Context: an optimization exercise on an open-source flow, tuned for small area, a short achievable clock period and few clock cycles per item. The choices shown serve that exercise and are no tape-out recipe.
Where RTL was checked, it was by simulation tests only, not by an equivalence proof against the original.
No functional check of the RTL was part of runs 1 to 3.
No activity file was given, so power comes from the tool's default toggle rates.

==> flow/design.v <==
package evt_router_pkg;
  typedef logic [31:0] evt_t;
  typedef logic [31:0] key_t;
  typedef logic [4:0] shift_t;
  typedef logic [2:0] route_t;
  typedef logic [7:0] cfg_addr_t;
  typedef logic [15:0] wait_t;
  typedef logic [31:0] count_t;
  localparam cfg_addr_t ADDR_MP_KEY        = 8'h00;
  localparam cfg_addr_t ADDR_MP_FMSK_BASE  = 8'h10;
  localparam cfg_addr_t ADDR_MP_FSFT_BASE  = 8'h18;
  localparam cfg_addr_t ADDR_RT_KEY_BASE   = 8'h20;
  localparam cfg_addr_t ADDR_RT_MASK_BASE  = 8'h40;
  localparam cfg_addr_t ADDR_RT_ROUTE_BASE = 8'h60;
  localparam cfg_addr_t ADDR_DROP_WAIT     = 8'h80;
endpackage
`timescale 1ns/1ps
module cfg_regs
#(
  parameter int NUM_MREGS = 4,
  parameter int NUM_RREGS = 16
)
(
  input  logic                        pl_clk0_buf_int,
  input  logic                        rst_n,
  input  logic                        cfg_wr,
  input  evt_router_pkg::cfg_addr_t   cfg_addr,
  input  evt_router_pkg::key_t        cfg_wdata,
  output evt_router_pkg::key_t        mp_key,
  output evt_router_pkg::key_t [NUM_MREGS-1:0] mp_fmsk,
  output logic [NUM_MREGS-1:0][3:0] mp_sft_lo,
  output logic [NUM_MREGS-1:0][3:0] mp_sft_md,
  output logic [NUM_MREGS-1:0]      mp_sft_hi,
  output evt_router_pkg::key_t [NUM_RREGS-1:0] rt_key,
  output evt_router_pkg::key_t [NUM_RREGS-1:0] rt_mask,
  output evt_router_pkg::route_t [NUM_RREGS-1:0] rt_route,
  output evt_router_pkg::wait_t       dw_m1,
  output logic                        dw_zero
);
  logic                 clr;
  evt_router_pkg::key_t wd;
  always_ff @(posedge pl_clk0_buf_int or negedge rst_n)
  begin
    if (!rst_n)
      clr <= 1'b1;
    else
      clr <= 1'b0;
  end
  assign wd = clr ? '0 : cfg_wdata;
  logic                 we_key;
  logic                 we_dw;
  logic [NUM_MREGS-1:0] we_fmsk;
  logic [NUM_MREGS-1:0] we_fsft;
  logic [NUM_RREGS-1:0] we_rkey;
  logic [NUM_RREGS-1:0] we_rmsk;
  logic [NUM_RREGS-1:0] we_rrt;
  assign we_key = clr || (cfg_wr && cfg_addr == evt_router_pkg::ADDR_MP_KEY);
  assign we_dw  = clr || (cfg_wr && cfg_addr == evt_router_pkg::ADDR_DROP_WAIT);
  for (genvar i = 0; i < NUM_MREGS; i++)
  begin : g_mw
    assign we_fmsk[i] = clr || (cfg_wr &&
      cfg_addr == evt_router_pkg::cfg_addr_t'(evt_router_pkg::ADDR_MP_FMSK_BASE + i));
    assign we_fsft[i] = clr || (cfg_wr &&
      cfg_addr == evt_router_pkg::cfg_addr_t'(evt_router_pkg::ADDR_MP_FSFT_BASE + i));
  end
  for (genvar i = 0; i < NUM_RREGS; i++)
  begin : g_rw
    assign we_rkey[i] = clr || (cfg_wr &&
      cfg_addr == evt_router_pkg::cfg_addr_t'(evt_router_pkg::ADDR_RT_KEY_BASE + i));
    assign we_rmsk[i] = clr || (cfg_wr &&
      cfg_addr == evt_router_pkg::cfg_addr_t'(evt_router_pkg::ADDR_RT_MASK_BASE + i));
    assign we_rrt[i]  = clr || (cfg_wr &&
      cfg_addr == evt_router_pkg::cfg_addr_t'(evt_router_pkg::ADDR_RT_ROUTE_BASE + i));
  end
  always_ff @(posedge pl_clk0_buf_int)
  begin
    if (we_key)
      mp_key <= wd;
    if (we_dw)
    begin
      dw_m1   <= evt_router_pkg::wait_t'(wd) - 1'b1;
      dw_zero <= (evt_router_pkg::wait_t'(wd) == '0);
    end
    for (int i = 0; i < NUM_MREGS; i++)
    begin
      if (we_fmsk[i])
        mp_fmsk[i] <= wd;
      if (we_fsft[i])
      begin
        mp_sft_lo[i] <= 4'b0001 << wd[1:0];
        mp_sft_md[i] <= 4'b0001 << wd[3:2];
        mp_sft_hi[i] <= wd[4];
      end
    end
    for (int i = 0; i < NUM_RREGS; i++)
    begin
      if (we_rkey[i])
        rt_key[i] <= wd;
      if (we_rmsk[i])
        rt_mask[i] <= wd;
      if (we_rrt[i])
        rt_route[i] <= evt_router_pkg::route_t'(wd);
    end
  end
endmodule
`timescale 1ns/1ps
module evt_mapper
#(
  parameter int NUM_MREGS = 4
)
(
  input  logic                      pl_clk0_buf_int,
  input  logic                      rst_n,
  input  logic                      go,
  input  logic                      go_nxt,
  input  evt_router_pkg::key_t      mp_key,
  input  evt_router_pkg::key_t [NUM_MREGS-1:0] mp_fmsk,
  input  logic [NUM_MREGS-1:0][3:0] mp_sft_lo,
  input  logic [NUM_MREGS-1:0][3:0] mp_sft_md,
  input  logic [NUM_MREGS-1:0]      mp_sft_hi,
  input  logic                      evt_vld,
  input  evt_router_pkg::evt_t      evt_data,
  output logic                      evt_rdy,
  output logic                      map_vld,
  output evt_router_pkg::key_t      map_key
);
  evt_router_pkg::key_t key_nxt;
  logic                 map_vld_nxt;
  always_comb
  begin
    logic [31:0] x, y, z;
    key_nxt = mp_key;
    for (int i = 0; i < NUM_MREGS; i++)
    begin
      x = evt_data & mp_fmsk[i];
      for (int j = 0; j < 32; j++)
      begin
        y[j] = 1'b0;
        for (int t = 0; t < 4; t++)
          if (j + t < 32)
            y[j] = y[j] | (mp_sft_lo[i][t] & x[(j + t) % 32]);
      end
      for (int j = 0; j < 32; j++)
      begin
        z[j] = 1'b0;
        for (int t = 0; t < 4; t++)
          if (j + 4 * t < 32)
            z[j] = z[j] | (mp_sft_md[i][t] & y[(j + 4 * t) % 32]);
      end
      for (int j = 0; j < 32; j++)
        key_nxt[j] = key_nxt[j] | (mp_sft_hi[i] ? ((j + 16 < 32) ? z[(j + 16) % 32] : 1'b0) : z[j]);
    end
  end
  assign map_vld_nxt = evt_rdy ? evt_vld : map_vld;
  always_ff @(posedge pl_clk0_buf_int or negedge rst_n)
  begin
    if (!rst_n)
    begin
      map_vld <= 1'b0;
      evt_rdy <= 1'b0;
    end
    else
    begin
      map_vld <= map_vld_nxt;
      evt_rdy <= go_nxt || !map_vld_nxt;
    end
  end
  always_ff @(posedge pl_clk0_buf_int)
  begin
    if (evt_rdy)
      map_key <= key_nxt;
  end
endmodule
`timescale 1ns/1ps
module route_lookup
#(
  parameter int NUM_RREGS    = 16,
  parameter int NUM_CHANNELS = 8
)
(
  input  logic                      pl_clk0_buf_int,
  input  logic                      rst_n,
  input  logic                      go,
  input  evt_router_pkg::key_t [NUM_RREGS-1:0] rt_key,
  input  evt_router_pkg::key_t [NUM_RREGS-1:0] rt_mask,
  input  evt_router_pkg::route_t [NUM_RREGS-1:0] rt_route,
  input  logic                      map_vld,
  input  evt_router_pkg::key_t      map_key,
  output logic                      lkp_push,
  output evt_router_pkg::key_t      lkp_key,
  output logic [NUM_CHANNELS-1:0]   lkp_ch,
  output evt_router_pkg::count_t    unmatched_cnt
);
  logic                   mt_vld;
  logic [NUM_RREGS-1:0]   mt_hit;
  logic                   hit;
  evt_router_pkg::route_t hit_route;
  always_ff @(posedge pl_clk0_buf_int or negedge rst_n)
  begin
    if (!rst_n)
      mt_vld <= 1'b0;
    else if (go)
      mt_vld <= map_vld;
  end
  always_ff @(posedge pl_clk0_buf_int)
  begin
    if (go)
    begin
      lkp_key <= map_key;
      for (int i = 0; i < NUM_RREGS; i++)
        mt_hit[i] <= ((map_key & rt_mask[i]) == rt_key[i]);
    end
  end
  always_comb
  begin
    hit_route = '0;
    for (int i = NUM_RREGS - 1; i >= 0; i--)
      if (mt_hit[i])
        hit_route = rt_route[i];
  end
  assign hit = |mt_hit;
  for (genvar c = 0; c < NUM_CHANNELS; c++)
  begin : g_ch
    assign lkp_ch[c] = (hit_route == evt_router_pkg::route_t'(c));
  end
  assign lkp_push = go && mt_vld && hit;
  always_ff @(posedge pl_clk0_buf_int or negedge rst_n)
  begin
    if (!rst_n)
      unmatched_cnt <= '0;
    else if (go && mt_vld && !hit)
      unmatched_cnt <= unmatched_cnt + 1'b1;
  end
endmodule
`timescale 1ns/1ps
module chan_dispatch
#(
  parameter int NUM_CHANNELS = 8,
  parameter int NUM_TRK      = 3,     
  parameter int NUM_Q        = 3      
)
(
  input  logic                      pl_clk0_buf_int,
  input  logic                      rst_n,
  input  evt_router_pkg::wait_t     dw_m1,
  input  logic                      dw_zero,
  output logic                      go,
  output logic                      go_nxt,
  input  logic                      lkp_push,
  input  evt_router_pkg::key_t      lkp_key,
  input  logic [NUM_CHANNELS-1:0]   lkp_ch,
  output logic [NUM_CHANNELS-1:0]   ch_vld,
  output evt_router_pkg::key_t [NUM_CHANNELS-1:0] ch_key,
  input  logic [NUM_CHANNELS-1:0]   ch_rdy,
  output evt_router_pkg::count_t    dropped_cnt
);
  localparam int TW = (NUM_TRK > 1) ? $clog2(NUM_TRK) : 1;
  localparam int QW = (NUM_Q > 1) ? $clog2(NUM_Q) : 1;
  logic [NUM_Q-1:0]          q_vld;
  evt_router_pkg::key_t      q_key [NUM_Q];
  logic [NUM_CHANNELS-1:0]   q_ch  [NUM_Q];
  logic [NUM_Q-1:0]          q_old [NUM_Q];
  logic [NUM_TRK-1:0]        t_bsy;
  logic [NUM_CHANNELS-1:0]   t_ch  [NUM_TRK];   
  evt_router_pkg::wait_t     t_rem [NUM_TRK];   
  logic [NUM_TRK-1:0]        t_exp;             
  logic                      t_free;            
  logic [NUM_TRK-1:0]        t_rdy;
  logic [NUM_TRK-1:0]        t_drop;
  logic [NUM_TRK-1:0]        t_keep;            
  logic [NUM_TRK-1:0]        t_bsy_nxt;
  logic [NUM_TRK-1:0]        t_take;
  logic [NUM_CHANNELS-1:0]   c_exp;
  logic [NUM_CHANNELS-1:0]   c_free;            
  logic [NUM_CHANNELS-1:0]   c_load;
  logic [NUM_CHANNELS-1:0]   c_stay;
  logic                      pop;
  evt_router_pkg::key_t      s_key;
  logic [1:0]                n_drop;
  logic [1:0]                drop_pend;
  logic [NUM_Q-1:0]          q_ld;
  logic [NUM_Q-1:0]          q_sel;
  logic [NUM_Q-1:0]          q_put;             
  logic [NUM_Q-1:0]          q_nxt;
  always_comb
  begin
    c_exp = '0;
    for (int i = 0; i < NUM_TRK; i++)
      c_exp = c_exp | (t_ch[i] & {NUM_CHANNELS{t_exp[i]}});
  end
  assign c_free = ~ch_vld | ch_rdy | c_exp;
  assign c_stay = ch_vld & ~c_free;
  always_comb
  begin
    for (int i = 0; i < NUM_Q; i++)
      q_ld[i] = t_free && q_vld[i] && |(q_ch[i] & c_free);
    for (int i = 0; i < NUM_Q; i++)
    begin
      q_sel[i] = q_ld[i];
      for (int j = 0; j < NUM_Q; j++)
        if (j != i && q_ld[j] && q_old[j][i])
          q_sel[i] = 1'b0;
    end
    s_key  = '0;
    c_load = '0;
    for (int i = 0; i < NUM_Q; i++)
    begin
      s_key  = s_key  | (q_key[i] & {32{q_sel[i]}});
      c_load = c_load | (q_ch[i]  & {NUM_CHANNELS{q_sel[i]}});
    end
    q_put = '0;
    for (int i = NUM_Q - 1; i >= 0; i--)
      if (!q_vld[i])
        q_put = NUM_Q'(1) << i;
    q_put = q_put & {NUM_Q{lkp_push}};
    q_nxt = (q_vld & ~q_sel) | q_put;
  end
  assign pop    = |q_sel;
  assign go_nxt = !(&q_nxt);
  always_comb
  begin
    logic found;
    found  = 1'b0;
    t_take = '0;
    for (int i = 0; i < NUM_TRK; i++)
    begin
      t_take[i] = pop && !t_bsy[i] && !found;
      found     = found || !t_bsy[i];
    end
    n_drop = '0;
    for (int i = 0; i < NUM_TRK; i++)
    begin
      t_rdy[i]     = |(t_ch[i] & ch_rdy);
      t_drop[i]    = t_exp[i] && !t_rdy[i];
      t_keep[i]    = t_bsy[i] && !t_exp[i] && !t_rdy[i];
      t_bsy_nxt[i] = t_keep[i] || t_take[i];
      n_drop       = n_drop + 2'(t_drop[i]);
    end
  end
  always_ff @(posedge pl_clk0_buf_int or negedge rst_n)
  begin
    if (!rst_n)
    begin
      q_vld  <= '0;
      go     <= 1'b0;
      ch_vld <= '0;
      t_bsy  <= '0;
      t_exp  <= '0;
      t_free <= 1'b0;
    end
    else
    begin
      q_vld  <= q_nxt;
      go     <= go_nxt;
      ch_vld <= c_stay | c_load;
      t_bsy  <= t_bsy_nxt;
      t_free <= !(&t_bsy_nxt);
      for (int i = 0; i < NUM_TRK; i++)
        if (t_take[i])
          t_exp[i] <= !dw_zero && (dw_m1 == '0);
        else
          t_exp[i] <= t_keep[i] && !dw_zero && (t_rem[i] == evt_router_pkg::wait_t'(1));
    end
  end
  always_ff @(posedge pl_clk0_buf_int)
  begin
    for (int i = 0; i < NUM_Q; i++)
    begin
      if (q_put[i])
      begin
        q_key[i] <= lkp_key;
        q_ch[i]  <= lkp_ch;
        for (int j = 0; j < NUM_Q; j++)
          q_old[i][j] <= 1'b0;
      end
      for (int j = 0; j < NUM_Q; j++)
        if (q_put[j] && j != i)
          q_old[i][j] <= 1'b1;
    end
    for (int c = 0; c < NUM_CHANNELS; c++)
      ch_key[c] <= (s_key & {32{c_load[c]}}) | (ch_key[c] & {32{c_stay[c]}});
    for (int i = 0; i < NUM_TRK; i++)
    begin
      if (t_take[i])
      begin
        t_ch[i]  <= c_load;
        t_rem[i] <= dw_m1;
      end
      else
        t_rem[i] <= t_rem[i] - 1'b1;
    end
  end
  always_ff @(posedge pl_clk0_buf_int or negedge rst_n)
  begin
    if (!rst_n)
    begin
      drop_pend   <= '0;
      dropped_cnt <= '0;
    end
    else
    begin
      drop_pend   <= n_drop;
      dropped_cnt <= dropped_cnt + evt_router_pkg::count_t'(drop_pend);
    end
  end
endmodule
`timescale 1ns/1ps
module evt_router_top
#(
  parameter int NUM_MREGS    = 4,
  parameter int NUM_RREGS    = 16,
  parameter int NUM_CHANNELS = 8
)
(
  input  logic                        pl_clk0_buf_int,
  input  logic                        rst_n,
  input  logic                        cfg_wr,
  input  evt_router_pkg::cfg_addr_t   cfg_addr,
  input  evt_router_pkg::key_t        cfg_wdata,
  input  logic                        evt_vld,
  input  evt_router_pkg::evt_t        evt_data,
  output logic                        evt_rdy,
  output logic [NUM_CHANNELS-1:0]     ch_vld,
  output logic [NUM_CHANNELS*32-1:0] ch_key,    
  input  logic [NUM_CHANNELS-1:0]     ch_rdy,
  output evt_router_pkg::count_t      unmatched_cnt,
  output evt_router_pkg::count_t      dropped_cnt
);
  evt_router_pkg::key_t      mp_key;
  evt_router_pkg::key_t [NUM_MREGS-1:0] mp_fmsk;
  logic [NUM_MREGS-1:0][3:0] mp_sft_lo;
  logic [NUM_MREGS-1:0][3:0] mp_sft_md;
  logic [NUM_MREGS-1:0]      mp_sft_hi;
  evt_router_pkg::key_t [NUM_RREGS-1:0] rt_key;
  evt_router_pkg::key_t [NUM_RREGS-1:0] rt_mask;
  evt_router_pkg::route_t [NUM_RREGS-1:0] rt_route;
  evt_router_pkg::wait_t     dw_m1;
  logic                      dw_zero;
  evt_router_pkg::key_t [NUM_CHANNELS-1:0] ch_key_a;
  assign ch_key = ch_key_a;
  logic                      go;
  logic                      go_nxt;
  logic                      map_vld;
  evt_router_pkg::key_t      map_key;
  logic                      lkp_push;
  evt_router_pkg::key_t      lkp_key;
  logic [NUM_CHANNELS-1:0]   lkp_ch;
  cfg_regs #(.NUM_MREGS (NUM_MREGS), .NUM_RREGS (NUM_RREGS)) cr (
      .pl_clk0_buf_int (pl_clk0_buf_int)
    , .rst_n           (rst_n)
    , .cfg_wr          (cfg_wr)
    , .cfg_addr        (cfg_addr)
    , .cfg_wdata       (cfg_wdata)
    , .mp_key          (mp_key)
    , .mp_fmsk         (mp_fmsk)
    , .mp_sft_lo       (mp_sft_lo)
    , .mp_sft_md       (mp_sft_md)
    , .mp_sft_hi       (mp_sft_hi)
    , .rt_key          (rt_key)
    , .rt_mask         (rt_mask)
    , .rt_route        (rt_route)
    , .dw_m1           (dw_m1)
    , .dw_zero         (dw_zero)
    );
  evt_mapper #(.NUM_MREGS (NUM_MREGS)) em (
      .pl_clk0_buf_int (pl_clk0_buf_int)
    , .rst_n           (rst_n)
    , .go              (go)
    , .go_nxt          (go_nxt)
    , .mp_key          (mp_key)
    , .mp_fmsk         (mp_fmsk)
    , .mp_sft_lo       (mp_sft_lo)
    , .mp_sft_md       (mp_sft_md)
    , .mp_sft_hi       (mp_sft_hi)
    , .evt_vld         (evt_vld)
    , .evt_data        (evt_data)
    , .evt_rdy         (evt_rdy)
    , .map_vld         (map_vld)
    , .map_key         (map_key)
    );
  route_lookup #(.NUM_RREGS (NUM_RREGS), .NUM_CHANNELS (NUM_CHANNELS)) rl (
      .pl_clk0_buf_int (pl_clk0_buf_int)
    , .rst_n           (rst_n)
    , .go              (go)
    , .rt_key          (rt_key)
    , .rt_mask         (rt_mask)
    , .rt_route        (rt_route)
    , .map_vld         (map_vld)
    , .map_key         (map_key)
    , .lkp_push        (lkp_push)
    , .lkp_key         (lkp_key)
    , .lkp_ch          (lkp_ch)
    , .unmatched_cnt   (unmatched_cnt)
    );
  chan_dispatch #(.NUM_CHANNELS (NUM_CHANNELS)) cd (
      .pl_clk0_buf_int (pl_clk0_buf_int)
    , .rst_n           (rst_n)
    , .dw_m1           (dw_m1)
    , .dw_zero         (dw_zero)
    , .go              (go)
    , .go_nxt          (go_nxt)
    , .lkp_push        (lkp_push)
    , .lkp_key         (lkp_key)
    , .lkp_ch          (lkp_ch)
    , .ch_vld          (ch_vld)
    , .ch_key          (ch_key_a)
    , .ch_rdy          (ch_rdy)
    , .dropped_cnt     (dropped_cnt)
    );
endmodule
==> flow/run.sh <==
#!/bin/bash
# synth_recipe.tcl (not shown) runs the flow's synth.tcl, then flattens the netlist and writes it again
# the make line also repeats each setting of config.mk as NAME=value (left out here)
make -C /OpenROAD-flow-scripts/flow DESIGN_CONFIG=/design/flow/config.mk WORK_HOME=/design/flow/orfs CLKGATE_MAP_FILE= SYNTH_SCRIPT=/design/flow/synth_recipe.tcl finish
==> flow/config.mk <==
export PLATFORM = sky130hd
export DESIGN_NAME = evt_router_top
export DESIGN_NICKNAME = evt_router_top
export VERILOG_FILES = /design/flow/design.v
export SDC_FILE = /design/flow/constraint.sdc
export NUM_CORES = 4
export LEC_CHECK = 0
export ABC_CLOCK_PERIOD_IN_PS = 2500
export CAP_MARGIN = 20
export CORE_MARGIN = 2
export CORE_UTILIZATION = 40
export SETUP_SLACK_MARGIN = 2.85
export SLEW_MARGIN = 20
export TNS_END_PERCENT = 0
==> flow/constraint.sdc <==
create_clock -name core_clock -period 5.5 [get_ports {pl_clk0_buf_int}]
set_input_delay 1.1000 -clock core_clock [delete_from_list [all_inputs] [get_ports {pl_clk0_buf_int}]]
set_output_delay 1.1000 -clock core_clock [all_outputs]
set_load 0.01 [all_outputs]
==> results of run 1 <==
==> final cells by class <==
type | count | area, sq um | area share, %
sequential | 1908 | 53800 | 58.17
antenna | 10 | 25.02 | 0.02705
inverter | 59 | 229.0 | 0.2475
multi-input combinational | 3560 | 22430 | 24.25
clock inverter | 109 | 1171 | 1.266
timing repair buffer | 698 | 6639 | 7.177
timing repair inverter | 1 | 7.507 | 0.008116
tap | 2511 | 3142 | 3.397
clock buffer | 242 | 5054 | 5.463
==> power by group <==
part,internal [uW],switching (uW)
clock network,7260,5700
registers,16400,505
logic,1090,2020
total,24800,8230
==> routing by layer <==
metal	up-vias	global-route usage (%)	share of wire, %	wire, microns
met5	-	0.2199	0.029	76
met4	10	10.46	4.3	11320
met3	560	5.208	9.7	25480
met2	3068	42.93	47	123800
met1	26550	34.30	39	100900
li1	22850	-	-	-
==> cells by family after synthesis <==
| family | synth area share, % |
|---|---|
| compound gates | 6.666 |
| other cells | 0.004905 |
| fa+ha+maj | 0.2651 |
| mux | 0.7675 |
| simple gates | 12.93 |
| flops | 70.30 |
| buf+inv | 1.928 |
| xor+xnor | 7.137 |
==> worst min-delay path by stage <==
stage	from	end	slack (ns)	cells past startpoint
2_1_floorplan	em.map_key[0]$_DFFE_PP_	rl.lkp_key[0]$_DFFE_PP_	0.42	0
3_3_place_gp	cd.ch_key[14]$_DFF_P_	cd.ch_key[14]$_DFF_P_	0.43	2
3_5_place_dp	cd.ch_key[43]$_DFF_P_	cd.ch_key[43]$_DFF_P_	0.44	2
4_1_cts	rst_n	cd.t_exp[1]$_DFF_PN0_	0.32	1
5_1_grt	rst_n	cd.t_exp[0]$_DFF_PN0_	0.35	1
6_report	rst_n	cd.t_exp[1]$_DFF_PN0_	0.32	1
==> flip-flops by register name, indices dropped and copies added, names as in the netlist, 48 cells and up <==
register	count
cd.ch_key	256
cr.mp_fmsk	128
cd.q_key	96
cr.rt_route	48
cr.rt_mask	512
cd.t_rem	48
cr.rt_key	512
==> cell usage in the layout, fill, tap and decap left out, drive strengths merged, types with 56 or more instances in the layout <==
cell type and count:
a22o 64, clkdlybuf4s50 315, xnor2 574, dfrtp 88, nor2b 56, inv 66, nand4 182, a222oi 56
nor2 96, edfxtp 1509, dfxtp 310, nand2 918, clkbuf 242, nor4 157, o21ai 305, clkinv 74
dlygate4sd2 94, buf 278, nand3 538, a22oi 130
==> metrics by stage <==
step,setup slack (ns),total power (uW),std cells,cell area (sq um)
finish,2.383,33010,9098,92500
detailed placement,0.8354,20210,8599,84350
floorplan,2.276,18810,5828,76800
CTS,2.533,33090,9066,92170
global route,2.318,33960,9091,92480
global placement,0.8683,20150,8593,84310
==> repair_timing <==
item,in CTS,in global routing
setup endpoints to repair,2324,1972
hold endpoints to repair,0,0
pin swaps,65,13
hold buffers,0,0
resized for setup,205,17
gates cloned,22,7
setup buffers,94,14
==> flow_summary_export.csv, run 1 <==
group,metric,value,unit
outcome,outcome,"no timing/DRC/antenna violations",
timing,timing.hold.ws,0.3247,ns
worst_setup_path,crit_buf_inv,5,
worst_setup_path,worstSetupEndpoint,"cd.t_ch[2][5]$_DFFE_PP_",
layout,area_delta_synth_final,20.98,%
worst_setup_path,required,6.10,ns
flow_run,maxCapViolations,0,
clock_tree,cts_buffer_depth,3,
floorplan,ios,413,
floorplan,die_y,441.2,microns
worst_setup_path,worstSetupEndpointType,"flop",
logic_synthesis,ys_seq_elements,1908,
timing,finalClockSkew,0.04756,ns
power_and_ir_drop,power.density,356.8,mW/mm^2
place,finalWeightedCongestion,0.9465,
logic_synthesis,post-synth-top-count-cell,"edfxtp_1",
routing,drc_errors,0,
clock_tree,cts_root_buffer,"clkbuf_16",
timing,timing.final.crit_share,56.67,%
worst_setup_path,critPathLaunchType,"flop",
timing,tightest_slew,1.227,ns
timing,hold_viol,0,
worst_setup_path,cp-startpoint,"cd.t_exp[1]$_DFF_PN0_",
logic_synthesis,synth_edf_count,1509,
place,dp_hpwl,159300,microns
worst_setup_path,cp_max_fo,9,
clock_tree,clkSinkCount,1908,
floorplan,fp.dieArea,0.1946,sq mm
power_and_ir_drop,ir_drop,0.0003352,V
worst_setup_path,crit_family,"compound AO/OA/AOI/OAI gates",
logic_synthesis,ys.flop_type,"edfxtp_1",
place,io_buffers,412,
clock_tree,numCtsBuffers,191,
clock_tree,htreeDepth,4,
worst_setup_path,reg2regPathDepth,11,
layout,nets,6518,
routing,drtPass1Iterations,9,
routing,drt_wl_total,261600,microns
worst_setup_path,arrival,3.71,ns
logic_synthesis,syn_nets,5927,
routing,wl_per_cell,28.75,microns
worst_setup_path,ff2ff_setup_slack,2.38,ns
logic_synthesis,synth_top_area_cell,"edfxtp_1",
floorplan,chipWidth,441.2,microns
layout,fin_util,48.69,%
global_routing,gr-total-overflow,0,
timing,slew_viol_final,0,
timing,slew_headroom,18.21,%
worst_setup_path,rr_startpoint,"cd.t_exp[1]$_DFF_PN0_",
logic_synthesis,ys_warn_count,9,
logic_synthesis,syn_inst,5828,
routing,via_count,53040,
worst_setup_path,r2r_end,"cd.t_ch[2][5]$_DFFE_PP_",
worst_setup_path,slowest_delay,0.42,ns
power_and_ir_drop,cellLeakagePower,0.03283,uW
timing,rsz0062_at_grt,"true",
global_routing,antenna_found_initial,29,
global_routing,grt_pass1_vias,49240,
floorplan,coreArea,0.1900,sq mm
logic_synthesis,ys_async_sr_fraction,4.665,%
logic_synthesis,yosysSeqAreaShare,70.30,%
logic_synthesis,synth_top_area_share,59.27,%
logic_synthesis,ys_types,72,
worst_setup_path,critical_path_class,"flop to flop",
clock_tree,cts_tree,"yes",
routing,drt_iter0_drc,6328,
layout,nFillCells,16430,
clock_tree,clkLatencyLatePin,0.86,ns
global_routing,grt_pass1_wl,364200,microns
clock_tree,clk_pin_slew_worst_paths,0.06,ns
worst_setup_path,worstPathCellList,"buf_12 > a22oi_2 > nand3_2 > a22oi_2 > a41oi_4 > o221a_4 > buf_4 > a222oi_1 > buf_4 > bufbuf_16 > inv_1",
logic_synthesis,synth_common_cells,"1,509 x edfxtp_1, 918 x nand2_1, 574 x xnor2_1",
worst_setup_path,cpMaxStageDelayCell,"dfrtp_2",
logic_synthesis,syn_avg_cell_area,13.12,sq um
worst_setup_path,cp_num_cells,11,
timing,fmax,0.3208,GHz
logic_synthesis,syn-cell-area,0.07645,sq mm
routing,viasPerCell,5.830,
routing,postRouteAntennaNets,0,
hold_path,hp-class,"primary input to async pin",
global_routing,grt_max_degree,78,
logic_synthesis,yosys-top-cells-area,"edfxtp_1 59%, dfxtp_1 8.1%, xnor2_1 6.6%",
timing,setup_viol,0,
global_routing,grt_usage,26.24,%
timing,tns,0,ns
floorplan,initial_core_util,40.24,%
floorplan,row_count,160,
layout,drive_gt1_share,11.80,%
timing,post-route-min-period,3.117,ns
==> inputs of run 2 (changes only) <==
--- a/flow/config.mk
+++ b/flow/config.mk
@@ -11,2 +11,4 @@
 export CORE_UTILIZATION = 40
+export CTS_CLUSTER_DIAMETER = 60
+export CTS_CLUSTER_SIZE = 30
 export SETUP_SLACK_MARGIN = 2.85
==> run 2 against run 1 <==
Worst hold slack improved by 0.053 ns. Non-clock buffer count increased by 9. First-iteration DRC count increased by 8.6%. Design area decreased by 1.5%. Sequential power about the same. Clock power decreased by 18%. Register-to-register slack about the same. Critical path type is now primary input to flop.
==> flow_summary_export.csv, run 2 <==
group,metric,value,unit
outcome,outcome,"no timing/DRC/antenna violations",
power_and_ir_drop,power.density,337.6,mW/mm^2
clock_tree,clkSinkCount,1908,
floorplan,coreArea,0.1900,sq mm
layout,nets,6467,
logic_synthesis,ys_types,72,
floorplan,ios,413,
routing,wl_met1,100800,microns
logic_synthesis,ys_seq_elements,1908,
routing,postRouteAntennaNets,0,
logic_synthesis,ys.flop_type,"edfxtp_1",
clock_tree,numCtsBuffers,131,
worst_setup_path,slowest_delay,0.64,ns
logic_synthesis,syn_nets,5927,
place,dp_hpwl,159300,microns
power_and_ir_drop,ir_drop,0.0002771,V
logic_synthesis,syn_avg_cell_area,13.12,sq um
worst_setup_path,crit_family,"buffers and inverters",
logic_synthesis,yosysSeqAreaShare,70.30,%
logic_synthesis,ys_warn_count,9,
place,finalWeightedCongestion,0.9465,
routing,wl_met3,24950,microns
global_routing,antenna_found_initial,25,
routing,drtPass1Iterations,10,
logic_synthesis,synth_top_area_cell,"edfxtp_1",
logic_synthesis,post-synth-top-count-cell,"edfxtp_1",
floorplan,die_y,441.2,microns
layout,area_delta_synth_final,19.16,%
timing,slew_viol_final,0,
timing,slew_headroom,16.51,%
flow_run,maxCapViolations,0,
floorplan,row_count,160,
worst_setup_path,critPathLaunchType,"primary input",
layout,largestRegisters,"cr.rt_key: 512 flops, cr.rt_mask: 512 flops, cd.ch_key: 256 flops",
layout,layout_common_cells,"1,509 x edfxtp_1, 916 x nand2_1, 574 x xnor2_1",
timing,rsz0062_at_grt,"true",
routing,dr_wl_met2,123300,microns
clock_tree,cts_root_buffer,"clkbuf_16",
floorplan,chipWidth,441.2,microns
timing,tns,0,ns
layout,drive_gt1_share,11.56,%
worst_setup_path,worstPathCellList,"clkdlybuf4s50_1 > buf_4 > nand3_1 > nand4_1 > a222oi_1 > o22ai_1 > or3_1",
clock_tree,hold_buffers,0,
logic_synthesis,syn-cell-area,0.07645,sq mm
global_routing,grt_max_degree,83,
global_routing,grt_usage,26.13,%
worst_setup_path,cpMaxStageDelayCell,"clkdlybuf4s50_1",
layout,final_cells,8988,
worst_setup_path,worstSetupEndpointType,"flop",
routing,drt_wl_total,260700,microns
routing,highest_layer,"met5",
power_and_ir_drop,cellLeakagePower,0.03203,uW
hold_path,hp-class,"primary input to async pin",
clock_tree,clk_pin_slew_worst_paths,0.09,ns
worst_setup_path,critical_path_class,"primary input to flop",
global_routing,grt_pass1_wl,362800,microns
floorplan,fp.dieArea,0.1946,sq mm
timing,setup_viol,0,
logic_synthesis,syn_inst,5828,
clock_tree,cts_tree,"yes",
floorplan,initial_core_util,40.24,%
timing,hold_viol,0,
clock_tree,clkLatencyLatePin,0.79,ns
logic_synthesis,ys_async_sr_fraction,4.665,%
routing,viasPerCell,5.863,
timing,fmax,0.3176,GHz
logic_synthesis,yosys-top-cells-area,"edfxtp_1 59%, dfxtp_1 8.1%, xnor2_1 6.6%",
worst_setup_path,cp_max_fo,12,
logic_synthesis,synth_edf_count,1509,
layout,nFillCells,16510,
logic_synthesis,synth_common_cells,"1,509 x edfxtp_1, 918 x nand2_1, 574 x xnor2_1",
timing,post-route-min-period,3.148,ns
global_routing,gr-total-overflow,0,
timing,tightest_slew,1.252,ns
timing,finalClockSkew,0.03641,ns
logic_synthesis,synth_top_area_share,59.27,%
routing,drc_errors,0,
worst_setup_path,arrival,3.67,ns
worst_setup_path,required,6.02,ns
clock_tree,htreeDepth,4,
clock_tree,cts_buffer_depth,3,
layout,layout_commonest_cell,"edfxtp_1",
place,place_inst,8599,
timing,fin_ws,2.352,ns
place,post-place-ws,0.8354,ns
power_and_ir_drop,total_power,30760,uW
routing,wl_per_cell,29.01,microns
global_routing,grt_pass1_vias,48590,
routing,drt_iter0_drc,6870,
routing,via_count,52700,
timing,timing.final.crit_share,57.24,%
place,io_buffers,412,
worst_setup_path,crit_buf_inv,2,
==> run 2: cells by family after synthesis <==
group	Yosys count	share of synthesized area (%)
and+or+nand+nor	2093	12.93
DFF	1908	70.30
AOI/OAI and AO/OA	754	6.666
xor gates and xnor gates	623	7.137
buffers and inverters	381	1.928
muxes	53	0.7675
adders and majority gates	15	0.2651
other	1	0.004905
==> run 2: metrics by stage <==
step | hold WS (ns) | area (sq um) | utilization [%]
after CTS | 0.3536 | 90810 | 47.80
final | 0.3775 | 91110 | 47.96
after global routing | 0.3866 | 91100 | 47.95
after floorplan | 0.4244 | 76800 | -
after global placement | 0.4322 | 84310 | 44.38
after detailed placement | 0.4424 | 84350 | 44.40
==> run 2: metal layers <==
metal  vias up  GRT usage, %
met5         -             0
met4         6         10.33
met3       542         4.962
met2      3028         42.70
met1     26420         34.40
li1      22710             -
==> run 2: final timing paths <==
path	from	endpoint	slack, ns	depth (start not counted)
setup / recovery	evt_data[25]	em.map_key[20]$_DFFE_PP_	2.35	7
hold / removal	rst_n	cd.t_exp[1]$_DFF_PN0_	0.38	1
setup reg to reg	cd.t_exp[1]$_DFF_PN0_	cd.t_ch[0][5]$_DFFE_PP_	2.39	12
hold reg to reg	cd.ch_key[40]$_DFF_P_	cd.ch_key[40]$_DFF_P_	0.46	2
max in group asynchronous	rst_n	rl.unmatched_cnt[3]$_DFFE_PN0P_	3.97	2
min in group core_clock	cd.ch_key[40]$_DFF_P_	cd.ch_key[40]$_DFF_P_	0.46	2
==> run 2: power by group <==
group | internal, uW | leakage [uW] | switching (uW)
logic | 1100 | 0.0108 | 2030
clock network | 5260 | 0.00224 | 5460
registers | 16400 | 0.0190 | 506
==> run 2: timing repair <==
item | in CTS | in global routing
cloned | 26 | 6
setup buffers | 100 | 14
setup endpoints to repair | 2315 | 1991
pin swaps | 77 | 15
hold endpoints to repair | 0 | 0
resized for setup | 209 | 13
==> run 2: layout make-up <==
cell class                 count  area, sq um  share of cell area (%)
clock inverter                94         1136                   1.247
antenna                        4        10.01                 0.01099
multi-input combinational   3560        22480                   24.67
clock buffer                 144         3507                   3.849
tap                         2511         3142                   3.448
timing repair inverter         1        7.507                0.008240
sequential                  1908        53820                   59.07
inverter                      59        229.0                  0.2513
timing repair buffer         707         6778                   7.439
==> run 2: worst reg2reg max path: stages (launching register included) <==
cell and delay (ns):
dfrtp_2 0.44, buf_12 0.15, a22oi_2 0.33, nand3_4 0.17
a22oi_2 0.22, a41o_4 0.29, a221oi_4 0.05, buf_4 0.16
buf_12 0.14, a222oi_1 0.36, buf_4 0.20, bufbuf_16 0.29
inv_1 0.08
==> inputs of run 3 (changes only) <==
--- a/flow/design.v
+++ b/flow/design.v
@@ -41,2 +41,5 @@
   evt_router_pkg::key_t wd;
+  logic                      wr_q;
+  evt_router_pkg::cfg_addr_t addr_q;
+  evt_router_pkg::key_t      wdata_q;
   always_ff @(posedge pl_clk0_buf_int or negedge rst_n)
@@ -44,7 +47,18 @@
     if (!rst_n)
-      clr <= 1'b1;
+    begin
+      clr  <= 1'b1;
+      wr_q <= 1'b0;
+    end
     else
-      clr <= 1'b0;
+    begin
+      clr  <= 1'b0;
+      wr_q <= cfg_wr;
+    end
   end
-  assign wd = clr ? '0 : cfg_wdata;
+  always_ff @(posedge pl_clk0_buf_int)
+  begin
+    addr_q  <= cfg_addr;
+    wdata_q <= cfg_wdata;
+  end
+  assign wd = clr ? '0 : wdata_q;
   logic                 we_key;
@@ -56,10 +70,10 @@
   logic [NUM_RREGS-1:0] we_rrt;
-  assign we_key = clr || (cfg_wr && cfg_addr == evt_router_pkg::ADDR_MP_KEY);
-  assign we_dw  = clr || (cfg_wr && cfg_addr == evt_router_pkg::ADDR_DROP_WAIT);
+  assign we_key = clr || (wr_q && addr_q == evt_router_pkg::ADDR_MP_KEY);
+  assign we_dw  = clr || (wr_q && addr_q == evt_router_pkg::ADDR_DROP_WAIT);
   for (genvar i = 0; i < NUM_MREGS; i++)
   begin : g_mw
-    assign we_fmsk[i] = clr || (cfg_wr &&
-      cfg_addr == evt_router_pkg::cfg_addr_t'(evt_router_pkg::ADDR_MP_FMSK_BASE + i));
-    assign we_fsft[i] = clr || (cfg_wr &&
-      cfg_addr == evt_router_pkg::cfg_addr_t'(evt_router_pkg::ADDR_MP_FSFT_BASE + i));
+    assign we_fmsk[i] = clr || (wr_q &&
+      addr_q == evt_router_pkg::cfg_addr_t'(evt_router_pkg::ADDR_MP_FMSK_BASE + i));
+    assign we_fsft[i] = clr || (wr_q &&
+      addr_q == evt_router_pkg::cfg_addr_t'(evt_router_pkg::ADDR_MP_FSFT_BASE + i));
   end
@@ -67,8 +81,8 @@
   begin : g_rw
-    assign we_rkey[i] = clr || (cfg_wr &&
-      cfg_addr == evt_router_pkg::cfg_addr_t'(evt_router_pkg::ADDR_RT_KEY_BASE + i));
-    assign we_rmsk[i] = clr || (cfg_wr &&
-      cfg_addr == evt_router_pkg::cfg_addr_t'(evt_router_pkg::ADDR_RT_MASK_BASE + i));
-    assign we_rrt[i]  = clr || (cfg_wr &&
-      cfg_addr == evt_router_pkg::cfg_addr_t'(evt_router_pkg::ADDR_RT_ROUTE_BASE + i));
+    assign we_rkey[i] = clr || (wr_q &&
+      addr_q == evt_router_pkg::cfg_addr_t'(evt_router_pkg::ADDR_RT_KEY_BASE + i));
+    assign we_rmsk[i] = clr || (wr_q &&
+      addr_q == evt_router_pkg::cfg_addr_t'(evt_router_pkg::ADDR_RT_MASK_BASE + i));
+    assign we_rrt[i]  = clr || (wr_q &&
+      addr_q == evt_router_pkg::cfg_addr_t'(evt_router_pkg::ADDR_RT_ROUTE_BASE + i));
   end
==> flow/flow/run.sh (new file) <==
#!/bin/bash
# The standard layout, with plain buffers on the ports: ORFS's buffer_ports
# otherwise picks a delay cell (clkdlybuf4s50_1) for every port buffer.
set -euo pipefail
cd "$(dirname "$0")/.."
export BUFFER_PORTS_ARGS="-buffer_cell sky130_fd_sc_hd__buf_2"
bash standard.sh > make_finish.log 2>&1
==> flow/standard.sh (new file) <==
#!/bin/bash
# synth_recipe.tcl (not shown) runs the flow's synth.tcl, then flattens the netlist and writes it again
# the make line also repeats each setting of config.mk as NAME=value (left out here)
make -C /OpenROAD-flow-scripts/flow DESIGN_CONFIG=/design/flow/config.mk WORK_HOME=/design/flow/orfs CLKGATE_MAP_FILE= SYNTH_SCRIPT=/design/flow/synth_recipe.tcl "${@:-finish}"
--- a/flow/config.mk
+++ b/flow/config.mk
@@ -11,5 +11,3 @@
 export CORE_UTILIZATION = 40
-export CTS_CLUSTER_DIAMETER = 60
-export CTS_CLUSTER_SIZE = 30
-export SETUP_SLACK_MARGIN = 2.85
+export SETUP_SLACK_MARGIN = 2.9
 export SLEW_MARGIN = 20
removed: flow/run.sh
==> run 3 against run 2 <==
Still clean. Non-clock buffer count decreased by 10. First-iteration DRC count increased by 1.3%. Design area increased by 0.15%. Maximum frequency increased by 5.8%. Utilization decreased by 0.48 points. Clock skew increased by 0.0042 ns. Total power increased by 13%. Die area increased by 1.1%. Sequential power increased by 5%. Area after synthesis increased by 1.1%. Critical path type is now flop to flop. Highest routed layer unchanged.
==> flow_summary_export.csv, run 3 <==
group,metric,value,unit
clock_tree,clk_pin_slew_worst_paths,0.06,ns
global_routing,grt_usage,25.84,%
worst_setup_path,cp_max_fo,10,
routing,viasPerCell,5.780,
floorplan,initial_core_util,40.21,%
timing,finalClockSkew,0.04059,ns
layout,fin_util,47.48,%
worst_setup_path,worstPathCellList,"buf_12 > a22oi_2 > nand3_2 > a22oi_2 > a41o_1 > a221oi_4 > buf_6 > buf_12 > a222oi_1 > buf_4 > bufbuf_16 > inv_1",
timing,tightest_slew,1.157,ns
routing,via_count,52880,
layout,area_delta_synth_final,18.07,%
logic_synthesis,syn_avg_cell_area,13.17,sq um
floorplan,chipWidth,443.5,microns
routing,wl_per_cell,28.55,microns
clock_tree,cts_root_buffer,"clkbuf_16",
logic_synthesis,ys_warn_count,9,
worst_setup_path,slowest_delay,0.50,ns
layout,nets,6552,
place,finalWeightedCongestion,0.9533,
worst_setup_path,worstSetupEndpointType,"flop",
outcome,outcome,"no timing/DRC/antenna violations",
layout,largestRegisters,"cr.rt_key: 512 flops, cr.rt_mask: 512 flops, cd.ch_key: 256 flops",
layout,layout_common_cells,"1,509 x edfxtp_1, 916 x nand2_1, 574 x xnor2_1",
place,place_inst,8645,
worst_setup_path,crit_buf_inv,6,
clock_tree,numCtsBuffers,198,
clock_tree,cts_tree,"yes",
place,placed_cell_area,0.08300,sq mm
worst_setup_path,critical_path_class,"flop to flop",
global_routing,grt_max_degree,65,
routing,wl_met1,101300,microns
logic_synthesis,ys_seq_elements,1949,
place,dp_hpwl,158200,microns
power_and_ir_drop,power.density,382.3,mW/mm^2
logic_synthesis,synth_top_area_share,58.64,%
logic_synthesis,ys_async_sr_fraction,4.618,%
clock_tree,htreeDepth,4,
routing,drt_iter0_drc,6957,
timing,rsz0062_at_grt,"true",
clock_tree,hold_buffers,0,
floorplan,ios,413,
logic_synthesis,yosys-top-cells-area,"edfxtp_1 59%, dfxtp_1 9.1%, xnor2_1 6.5%",
global_routing,grt_pass1_vias,49520,
routing,drtPass1Iterations,10,
timing,slew_headroom,22.87,%
logic_synthesis,ys_types,72,
routing,highest_layer,"met5",
timing,fin_ws,2.524,ns
logic_synthesis,yosysSeqAreaShare,70.62,%
routing,drc_errors,0,
power_and_ir_drop,ir_drop,0.0002416,V
timing,post-route-min-period,2.976,ns
logic_synthesis,synth_common_cells,"1,509 x edfxtp_1, 918 x nand2_1, 574 x xnor2_1",
timing,hold_viol,0,
timing,setup_viol,0,
routing,postRouteAntennaNets,0,
logic_synthesis,synth_edf_count,1509,
clock_tree,clkLatencyLatePin,0.85,ns
routing,wl_met3,24130,microns
floorplan,coreArea,0.1922,sq mm
worst_setup_path,critPathLaunchType,"flop",
worst_setup_path,crit_family,"compound AO/OA/AOI/OAI gates",
worst_setup_path,arrival,3.55,ns
logic_synthesis,syn_inst,5869,
logic_synthesis,syn_nets,5968,
global_routing,gr-total-overflow,0,
power_and_ir_drop,cellLeakagePower,0.03328,uW
floorplan,fp.dieArea,0.1967,sq mm
layout,final_cells,9148,
worst_setup_path,required,6.08,ns
floorplan,die_y,443.5,microns
floorplan,row_count,161,
layout,stdcell_area,0.09124,sq mm
logic_synthesis,ys.flop_type,"edfxtp_1",
hold_path,hp-class,"primary input to async pin",
logic_synthesis,syn-cell-area,0.07728,sq mm
logic_synthesis,synth_top_area_cell,"edfxtp_1",
clock_tree,clkSinkCount,1949,
worst_setup_path,cpMaxStageDelayCell,"dfrtp_2",
routing,drt_wl_total,261200,microns
global_routing,grt_pass1_wl,367200,microns
layout,drive_gt1_share,17.65,%
timing,slew_viol_final,0,
clock_tree,cts_buffer_depth,3,
timing,timing.final.crit_share,54.11,%
place,post-place-ws,1.259,ns
logic_synthesis,post-synth-top-count-cell,"edfxtp_1",
global_routing,antenna_found_initial,16,
flow_run,maxCapViolations,0,
timing,tns,0,ns
layout,layout_commonest_cell,"edfxtp_1",
routing,dr_wl_met2,123600,microns
timing,fmax,0.3360,GHz
place,io_buffers,412,
[run 3: final timing paths]
| kind | startpoint | slack [ns] | to | cells past startpoint |
|---|---|---|---|---|
| setup / recovery | cd.t_exp[1]$_DFF_PN0_ | 2.52 | cd.t_ch[2][6]$_DFFE_PP_ | 12 |
| hold / removal | rst_n | 0.35 | cd.dropped_cnt[19]$_DFF_PN0_ | 1 |
| setup reg to reg | cd.t_exp[1]$_DFF_PN0_ | 2.52 | cd.t_ch[2][6]$_DFFE_PP_ | 12 |
| hold reg to reg | cd.ch_key[226]$_DFF_P_ | 0.45 | cd.ch_key[226]$_DFF_P_ | 2 |
| max in group asynchronous | rst_n | 3.96 | cd.t_exp[0]$_DFF_PN0_ | 2 |
| min in group core_clock | cfg_wdata[13] | 0.35 | cr.wdata_q[13]$_DFF_P_ | 1 |
[run 3: metal layers]
layer	up-vias	global-route usage (%)
met5	-	0
li1	22960	-
met4	2	11.28
met2	2933	42.17
met1	26470	33.70
met3	514	4.766
[run 3: kinds of logic (layout without fill, tap and decap cells)]
family	Yosys count	in the layout	share of synthesized area, %
fa+ha+maj	15	15	0.2623
xor+xnor	623	623	7.061
other cells	1	5	0.004852
simple gates	2093	2094	12.79
mux	53	53	0.7593
buf+inv	381	1121	1.907
compound gates	754	762	6.594
flops	1949	1949	70.62
[run 3: what timing repair did]
action	CTS	global route
setup buffers	97	5
gates resized for setup	119	36
setup endpoints to repair	2198	1429
gates cloned	27	4
hold endpoints to repair	0	0
pin swaps	58	18
[run 3: report_power, final]
group	switching (uW)	internal (uW)	total (uW)
Sequential	688	17000	17700
Combinational	2610	1540	4140
Clock	5710	7310	13000
[run 3: through the flow]
step	total power, uW	hold WS, ns
2_1_floorplan	20290	0.4244
3_3_place_gp	21780	0.4308
3_5_place_dp	21880	0.4407
4_1_cts	34980	0.2902
5_1_grt	36000	0.3165
6_report	34890	0.3535
[run 3: worst register-to-register path: stages (launching register included)]
cell,delay [ns]
dfrtp_2,0.50
buf_12,0.17
a22oi_2,0.18
nand3_2,0.16
a22oi_2,0.26
a41o_1,0.28
a221oi_4,0.05
buf_6,0.16
buf_12,0.14
a222oi_1,0.32
buf_4,0.19
bufbuf_16,0.28
inv_1,0.07
[run 3: cell type report]
type                       instances  area (sq um)
antenna                            4         10.01
inverter                          59         221.5
fill                           16830        100900
clock buffer                     266          5466
timing repair buffer             697          4910
clock inverter                    99         772.0
tap                             2526          3161
multi-input combinational       3548         22120
sequential                      1949         54580
==> inputs of run 4 (changes only) <==
--- a/flow/design.v
+++ b/flow/design.v
@@ -270,4 +270,2 @@
 );
-  localparam int TW = (NUM_TRK > 1) ? $clog2(NUM_TRK) : 1;
-  localparam int QW = (NUM_Q > 1) ? $clog2(NUM_Q) : 1;
   logic [NUM_Q-1:0]          q_vld;
==> run 4 against run 3 <==
Utilization unchanged. Area after synthesis unchanged. Sequential cell count stayed put. Critical path depth is the same. Maximum frequency did not move. Total power stayed put. Sequential power barely moved. Largest cell class unchanged. Highest routed layer unchanged.
==> flow_summary_export.csv, run 4 <==
group,metric,value,unit
logic_synthesis,synth_common_cells,"1,509 x edfxtp_1, 918 x nand2_1, 574 x xnor2_1",
power_and_ir_drop,seqPwrFrac,50.8,%
layout,drive_gt1_share,17.65,%
timing,slew_headroom,22.87,%
routing,drt_wl_total,261200,microns
worst_setup_path,r2r_end,"cd.t_ch[2][6]$_DFFE_PP_",
timing,finalClockSkew,0.04059,ns
global_routing,grt_max_degree,65,
layout,layout_commonest_cell,"edfxtp_1",
global_routing,antenna_found_initial,16,
clock_tree,cts_tree,"yes",
logic_synthesis,synth_top_family_by_area,"simple AND/OR/NAND/NOR gates",
power_and_ir_drop,combPwrFrac,11.9,%
floorplan,ios,413,
power_and_ir_drop,power.density,382.3,mW/mm^2
logic_synthesis,syn_nets,5968,
worst_setup_path,rr_startpoint,"cd.t_exp[1]$_DFF_PN0_",
place,place_inst,8645,
routing,via_count,52880,
global_routing,grt_usage,25.84,%
logic_synthesis,yosysSeqAreaShare,70.62,%
power_and_ir_drop,p_sw_share,25.81,%
power_and_ir_drop,cellLeakagePower,0.03328,uW
logic_synthesis,yosys-top-cells-area,"edfxtp_1 59%, dfxtp_1 9.1%, xnor2_1 6.5%",
global_routing,gr-total-overflow,0,
clock_tree,clkLatencyLatePin,0.85,ns
logic_synthesis,syn_inst,5869,
logic_synthesis,syn-cell-area,0.07728,sq mm
power_and_ir_drop,p_int,25880,uW
clock_tree,numCtsBuffers,198,
power_and_ir_drop,clkPwrFrac,37.3,%
routing,drc_errors,0,
routing,postRouteAntennaNets,0,
layout,seqCellArea,0.05458,sq mm
routing,drt_iter0_drc,6957,
worst_setup_path,worstSetupEndpointType,"flop",
logic_synthesis,synth_edf_count,1509,
layout,nets,6552,
layout,final_cells,9148,
routing,viasPerCell,5.780,
timing,setup_viol,0,
timing,rsz0062_at_grt,"true",
place,io_buffers,412,
timing,hold_viol,0,
clock_tree,htreeDepth,4,
floorplan,coreArea,0.1922,sq mm
timing,tightest_slew,1.157,ns
clock_tree,cts_root_buffer,"clkbuf_16",
timing,fmax,0.3360,GHz
worst_setup_path,reg2regPathDepth,12,
layout,area_delta_synth_final,18.07,%
floorplan,fp.dieArea,0.1967,sq mm
logic_synthesis,synth_compound_area_share,6.594,%
timing,tns,0,ns
layout,layout_common_cells,"1,509 x edfxtp_1, 916 x nand2_1, 574 x xnor2_1",
clock_tree,cts_buffer_depth,3,
timing,timing.hold.ws,0.3535,ns
global_routing,grt_pass1_wl,367200,microns
logic_synthesis,synth_top_area_share,58.64,%
clock_tree,clk_pin_slew_worst_paths,0.06,ns
worst_setup_path,required,6.08,ns
routing,wl_per_cell,28.55,microns
layout,nFillCells,16830,
floorplan,row_count,161,
logic_synthesis,synth_fa_ha_area_share,0.2623,%
worst_setup_path,critical_path_class,"flop to flop",
logic_synthesis,ys.flop_type,"edfxtp_1",
worst_setup_path,ff2ff_setup_slack,2.52,ns
worst_setup_path,cp_max_fo,10,
power_and_ir_drop,ir_drop,0.0002416,V
logic_synthesis,syn_avg_cell_area,13.17,sq um
logic_synthesis,synth_top_area_cell,"edfxtp_1",
place,finalWeightedCongestion,0.9533,
logic_synthesis,ys_types,72,
outcome,outcome,"no timing/DRC/antenna violations",
global_routing,grt_pass1_vias,49520,
routing,drtPass1Iterations,10,
floorplan,chipWidth,443.5,microns
logic_synthesis,ys_seq_elements,1949,
floorplan,initial_core_util,40.21,%
timing,post-route-min-period,2.976,ns
timing,slew_viol_final,0,
place,dp_hpwl,158200,microns
logic_synthesis,synth-xor-area-share,7.061,%
logic_synthesis,synth-simple-area-share,12.79,%
layout,largestRegisters,"cr.rt_key: 512 flops, cr.rt_mask: 512 flops, cd.ch_key: 256 flops",
timing,timing.final.crit_share,54.11,%
layout,multiInputGateArea,0.02212,sq mm
floorplan,die_y,443.5,microns
flow_run,maxCapViolations,0,
logic_synthesis,muxShareOfSynthArea,0.7593,%
hold_path,hp-class,"primary input to async pin",
logic_synthesis,ys_async_sr_fraction,4.618,%
place,placed_cell_area,0.08300,sq mm
worst_setup_path,arrival,3.55,ns
clock_tree,clkSinkCount,1949,
logic_synthesis,post-synth-top-count-cell,"edfxtp_1",
worst_setup_path,critPathLaunchType,"flop",
power_and_ir_drop,switching_power,9003,uW
place,post-place-ws,1.259,ns
logic_synthesis,ys_warn_count,9,
layout,stdcell_area,0.09124,sq mm
timing,fin_ws,2.524,ns
-- run 4: cell counts in the layout (fill, tap and decap cells not counted) --
Identical to the previous run, type by type.
-- run 4: layout make-up --
type,instances,area share (%)
clock inverters,99,0.8461
well taps,2526,3.464
multi-input cells,3548,24.24
inverters,59,0.2427
flip-flops and latches,1949,59.82
repair buffers,697,5.381
diodes,4,0.01097
clock buffers,266,5.991
-- run 4: timing repair --
action / CTS / global route
endpoints found under the setup margin: 2198 / 1429
cloned: 27 / 4
pin swaps: 58 / 18
gates resized for setup: 119 / 36
setup buffers: 97 / 5
hold buffers: 0 / 0
-- run 4: worst max-delay path: stages, from the launching register on --
cell       delay [ns]
dfrtp_2          0.50
buf_12           0.17
a22oi_2          0.18
nand3_2          0.16
a22oi_2          0.25
a41o_1           0.28
a221oi_4         0.05
buf_6            0.16
buf_12           0.14
a222oi_1         0.31
buf_4            0.19
bufbuf_16        0.28
inv_1            0.07
-- run 4: worst max-delay path by stage --
stage / start / to / cells after the start
2_1_floorplan: cr.addr_q[7]$_DFF_P_ / cr.rt_mask[160]$_DFFE_PP_ / 4
3_3_place_gp: ch_rdy[7] / cd.ch_key[228]$_DFF_P_ / 10
3_5_place_dp: ch_rdy[2] / cd.ch_key[245]$_DFF_P_ / 10
4_1_cts: cd.t_exp[1]$_DFF_PN0_ / cd.ch_key[169]$_DFF_P_ / 11
5_1_grt: cd.t_exp[2]$_DFF_PN0_ / cd.ch_key[126]$_DFF_P_ / 13
6_report: cd.t_exp[1]$_DFF_PN0_ / cd.t_ch[2][6]$_DFFE_PP_ / 12
-- run 4: power by group through the flow --
stage	clock [uW]	combinational, uW	sequential [uW]
3_5_place_dp	0	3810	18100
6_report	13000	4140	17700
4_1_cts	13200	4090	17700
3_3_place_gp	0	3760	18000
2_1_floorplan	0	2500	17800
5_1_grt	13800	4410	17800
-- run 4: through the flow --
stage | util, % | power, uW
after floorplan | - | 20290
after global placement | 43.17 | 21780
after detailed placement | 43.19 | 21880
after CTS | 47.37 | 34980
after global routing | 47.47 | 36000
final | 47.48 | 34890
-- run 4: kinds of logic after synthesis --
logic type | after synthesis
simple gates | 2093
flops | 1949
compound gates | 754
xor+xnor | 623
buf+inv | 381
mux | 53
fa+ha+maj | 15
other cells | 1
-- run 4: layer usage --
layer / GRT usage [%] / part of all wire, %
met1: 33.70 / 39
met4: 11.28 / 4.6
met2: 42.17 / 47
met5: 0 / 0.0027
met3: 4.766 / 9.2
Testbench counts of run 4, summed over its fixed seeds: cycles 17,130, items 16,000.
==> inputs of run 5 (changes only) <==
--- a/flow/config.mk
+++ b/flow/config.mk
@@ -11,2 +11,3 @@
 export CORE_UTILIZATION = 40
+export CTS_BUF_LIST = sky130_fd_sc_hd__clkbuf_8
 export SETUP_SLACK_MARGIN = 2.9
==> run 5 against run 4 <==
Still clean on timing, DRC and antenna. Combinational power is 1% higher. Final cell count rose by 2.5%. Sequential cell count unchanged. Sequential power hardly changed. Worst hold slack lost 0.19 ns. Critical path depth up 1. Register-to-register slack worse by 0.02 ns. Area after synthesis stayed put. Count of clock-buffer cells in the layout increased by 101. Global-route usage is 0.23 points higher. Design area rose by 0.25%. Largest cell class unchanged. Highest routed layer unchanged.
==> flow_summary_export.csv, run 5 <==
group,metric,value,unit
global_routing,antenna_found_initial,20,
power_and_ir_drop,ir_drop,0.0002385,V
worst_setup_path,worstPathCellList,"buf_12 > a22oi_2 > nand3_4 > a22oi_2 > a41oi_4 > a221oi_4 > buf_6 > clkbuf_16 > a222oi_1 > buf_4 > buf_4 > buf_12 > o21ai_0",
worst_setup_path,ff2ff_setup_slack,2.50,ns
timing,slew_viol_final,0,
worst_setup_path,rr_startpoint,"cd.t_exp[1]$_DFF_PN0_",
flow_run,maxCapViolations,0,
worst_setup_path,r2r_end,"cd.ch_key[143]$_DFF_P_",
power_and_ir_drop,power.density,372.6,mW/mm^2
logic_synthesis,syn_avg_cell_area,13.17,sq um
global_routing,grt_pass1_vias,50840,
routing,drt_iter0_drc,7060,
logic_synthesis,synth_common_cells,"1,509 x edfxtp_1, 918 x nand2_1, 574 x xnor2_1",
timing,tns,0,ns
worst_setup_path,worstSetupEndpointType,"flop",
logic_synthesis,syn-cell-area,0.07728,sq mm
clock_tree,htreeDepth,5,
global_routing,grt_use_met1,33.86,%
global_routing,grtUsageMet2,42.64,%
timing,timing.hold.ws,0.1604,ns
routing,via_count,53780,
floorplan,chipWidth,443.5,microns
worst_setup_path,arrival,3.94,ns
global_routing,top_usage_layer,"met2",
worst_setup_path,slowest_delay,0.43,ns
worst_setup_path,reg2regPathDepth,13,
floorplan,coreArea,0.1922,sq mm
layout,drive_gt1_share,19.36,%
timing,setup_viol,0,
clock_tree,cts_buffer_depth,4,
timing,slew_headroom,22.67,%
logic_synthesis,yosys-top-cells-area,"edfxtp_1 59%, dfxtp_1 9.1%, xnor2_1 6.5%",
clock_tree,cts_root_buffer,"clkbuf_8",
global_routing,grt_pass1_wl,370800,microns
routing,viasPerCell,5.735,
logic_synthesis,yosysSeqAreaShare,70.62,%
routing,postRouteAntennaNets,0,
global_routing,grt_usage,26.07,%
layout,stdcell_area,0.09147,sq mm
logic_synthesis,synth_top_area_cell,"edfxtp_1",
power_and_ir_drop,cellLeakagePower,0.03394,uW
timing,tightest_slew,1.160,ns
routing,wl_per_cell,28.31,microns
layout,layout_commonest_cell,"edfxtp_1",
timing,hold_viol,0,
logic_synthesis,ys_async_sr_fraction,4.618,%
layout,largestRegisters,"cr.rt_key: 512 flops, cr.rt_mask: 512 flops, cd.ch_key: 256 flops",
worst_setup_path,critPathLaunchType,"flop",
routing,drtPass1Iterations,7,
worst_setup_path,required,6.44,ns
floorplan,row_count,161,
layout,layout_common_cells,"1,509 x edfxtp_1, 915 x nand2_1, 574 x xnor2_1",
logic_synthesis,syn_nets,5968,
logic_synthesis,syn_inst,5869,
logic_synthesis,ys_seq_elements,1949,
clock_tree,hold_buffers,0,
logic_synthesis,ys_types,72,
clock_tree,numCtsBuffers,339,
global_routing,met3_usage,5.212,%
place,placed_cell_area,0.08300,sq mm
layout,final_cells,9378,
outcome,outcome,"no timing/DRC/antenna violations",
floorplan,ios,413,
clock_tree,cts_tree,"yes",
logic_synthesis,synth_edf_count,1509,
layout,nets,6705,
floorplan,die_y,443.5,microns
worst_setup_path,critical_path_class,"flop to flop",
timing,fmax,0.3338,GHz
timing,post-route-min-period,2.996,ns
worst_setup_path,crit_buf_inv,6,
worst_setup_path,crit_family,"compound AO/OA/AOI/OAI gates",
logic_synthesis,ys_warn_count,9,
layout,area_delta_synth_final,18.37,%
routing,drc_errors,0,
hold_path,hold_depth,1,
hold_path,hp-start,"cfg_wdata[28]",
place,io_buffers,412,
routing,drt_wl_total,265500,microns
worst_setup_path,cpMaxStageDelayCell,"dfrtp_2",
clock_tree,clkSinkCount,1949,
hold_path,hp-class,"primary input to flop",
global_routing,grt_max_degree,65,
floorplan,fp.dieArea,0.1967,sq mm
timing,rsz0062_at_grt,"true",
floorplan,initial_core_util,40.21,%
clock_tree,clkLatencyLatePin,1.04,ns
timing,finalClockSkew,0.07618,ns
logic_synthesis,post-synth-top-count-cell,"edfxtp_1",
clock_tree,clk_pin_slew_worst_paths,0.06,ns
logic_synthesis,ys.flop_type,"edfxtp_1",
place,dp_hpwl,158200,microns
logic_synthesis,synth_top_area_share,58.64,%
worst_setup_path,cp_max_fo,17,
hold_path,holdPathEnd,"cr.wdata_q[28]$_DFF_P_",
timing,timing.final.crit_share,54.47,%
place,place_inst,8645,
place,finalWeightedCongestion,0.9533,
global_routing,gr-total-overflow,0,
-- run 5: cell counts after synthesis --
No cell type changed its count.
-- run 5: worst max path at each step --
stage / startpoint / endpoint / slack (ns) / cells after the start
after floorplan: cr.addr_q[7]$_DFF_P_ / cr.rt_mask[160]$_DFFE_PP_ / 2.27 / 4
after global placement: ch_rdy[7] / cd.ch_key[228]$_DFF_P_ / 1.28 / 10
after detailed placement: ch_rdy[2] / cd.ch_key[245]$_DFF_P_ / 1.26 / 10
after CTS: em.evt_rdy$_DFF_PN0_ / evt_rdy / 2.56 / 2
after global routing: cd.t_exp[1]$_DFF_PN0_ / cd.ch_key[47]$_DFF_P_ / 2.44 / 13
final: cd.t_exp[1]$_DFF_PN0_ / cd.ch_key[143]$_DFF_P_ / 2.50 / 13
-- run 5: power by group --
part / leakage, uW / switching, uW / internal, uW / total (uW)
logic: 0.0119 / 2630 / 1560 / 4180
clock network: 0.00355 / 5830 / 6340 / 12200
registers: 0.0185 / 679 / 17000 / 17700
total: 0.0339 / 9130 / 24900 / 34100
-- run 5: per-layer routing --
layer,share of wire (%),vias up,routed length [microns]
met5,0.0026,-,7
met4,4.5,2,11970
met3,9.6,552,25370
met2,48,3118,126200
met1,38,26800,101900
li1,-,23310,-
-- run 5: cell type report --
class / count / area, sq um
diodes: 7 / 17.52
multi-input cells: 3547 / 22200
clock inverters: 213 / 1028
repair buffers: 710 / 5201
flip-flops and latches: 1949 / 54590
fillers: 16940 / 100700
inverters: 59 / 224.0
clock buffers: 367 / 5051
well taps: 2526 / 3161
-- run 5: per-stage QoR --
| stage | power (uW) | setup slack [ns] | util [%] |
|---|---|---|---|
| 2_1_floorplan | 20290 | 2.275 | - |
| 3_3_place_gp | 21780 | 1.278 | 43.17 |
| 3_5_place_dp | 21880 | 1.259 | 43.19 |
| 4_1_cts | 34180 | 2.555 | 47.25 |
| 5_1_grt | 35330 | 2.436 | 47.59 |
| 6_report | 34080 | 2.504 | 47.60 |
-- run 5: what timing repair did --
item	CTS	global route
gates resized for setup	106	92
hold endpoints to repair	0	0
buffers inserted	88	19
cloned	25	10
endpoints found under the setup margin	2500	1713
pin swaps	60	36
-- run 5: cell families (layout without fill, tap and decap cells) --
group	after synthesis	after routing	synth area share (%)
simple gates	2093	2094	12.79
flops	1949	1949	70.62
compound gates	754	761	6.594
xor+xnor	623	623	7.061
buf+inv	381	1349	1.907
mux	53	53	0.7593
fa+ha+maj	15	15	0.2623
other cells	1	8	0.004852

what the ideal ports hide:
In the flow no input, the clock included, has a driving cell. The finished layouts below were timed again as built, in two steps. Step 1 (the two cells are an assumption about what drives the block):
set clk [get_ports {pl_clk0_buf_int}]
set_driving_cell -lib_cell sky130_fd_sc_hd__clkbuf_16 $clk
set_driving_cell -lib_cell sky130_fd_sc_hd__buf_2 [delete_from_list [all_inputs] $clk]
Step 2 times the ports against the registers' clock, not the clock port: input delays grow and output delays shrink by t, the midpoint of the rising clock arrivals with the driver on. Slacks: no drivers / after step 1 / after step 2; pairs: no drivers / after step 1.
run	shift t [ns]	setup WS [ns]	worst hold slack (ns)	cell pins on the clock port's net
run 1	0.921	2.383 / 2.383 / 1.546	0.325 / 0.266 / 0.453	1
run 2	0.871	2.352 / 2.392 / 1.547	0.378 / 0.316 / 0.462	1
run 3	0.911	2.524 / 2.524 / 1.885	0.353 / 0.296 / 0.448	1
run 4	0.911	2.524 / 2.524 / 1.885	0.353 / 0.296 / 0.448	1
run 5	1.078	2.504 / 2.504 / 1.928	0.160 / 0.104 / 0.447	1
After both steps every run listed still meets setup and hold. For run 1, which loses most, drivers alone change the setup slack by 0.000 ns; drivers and shift together by -0.837 ns.
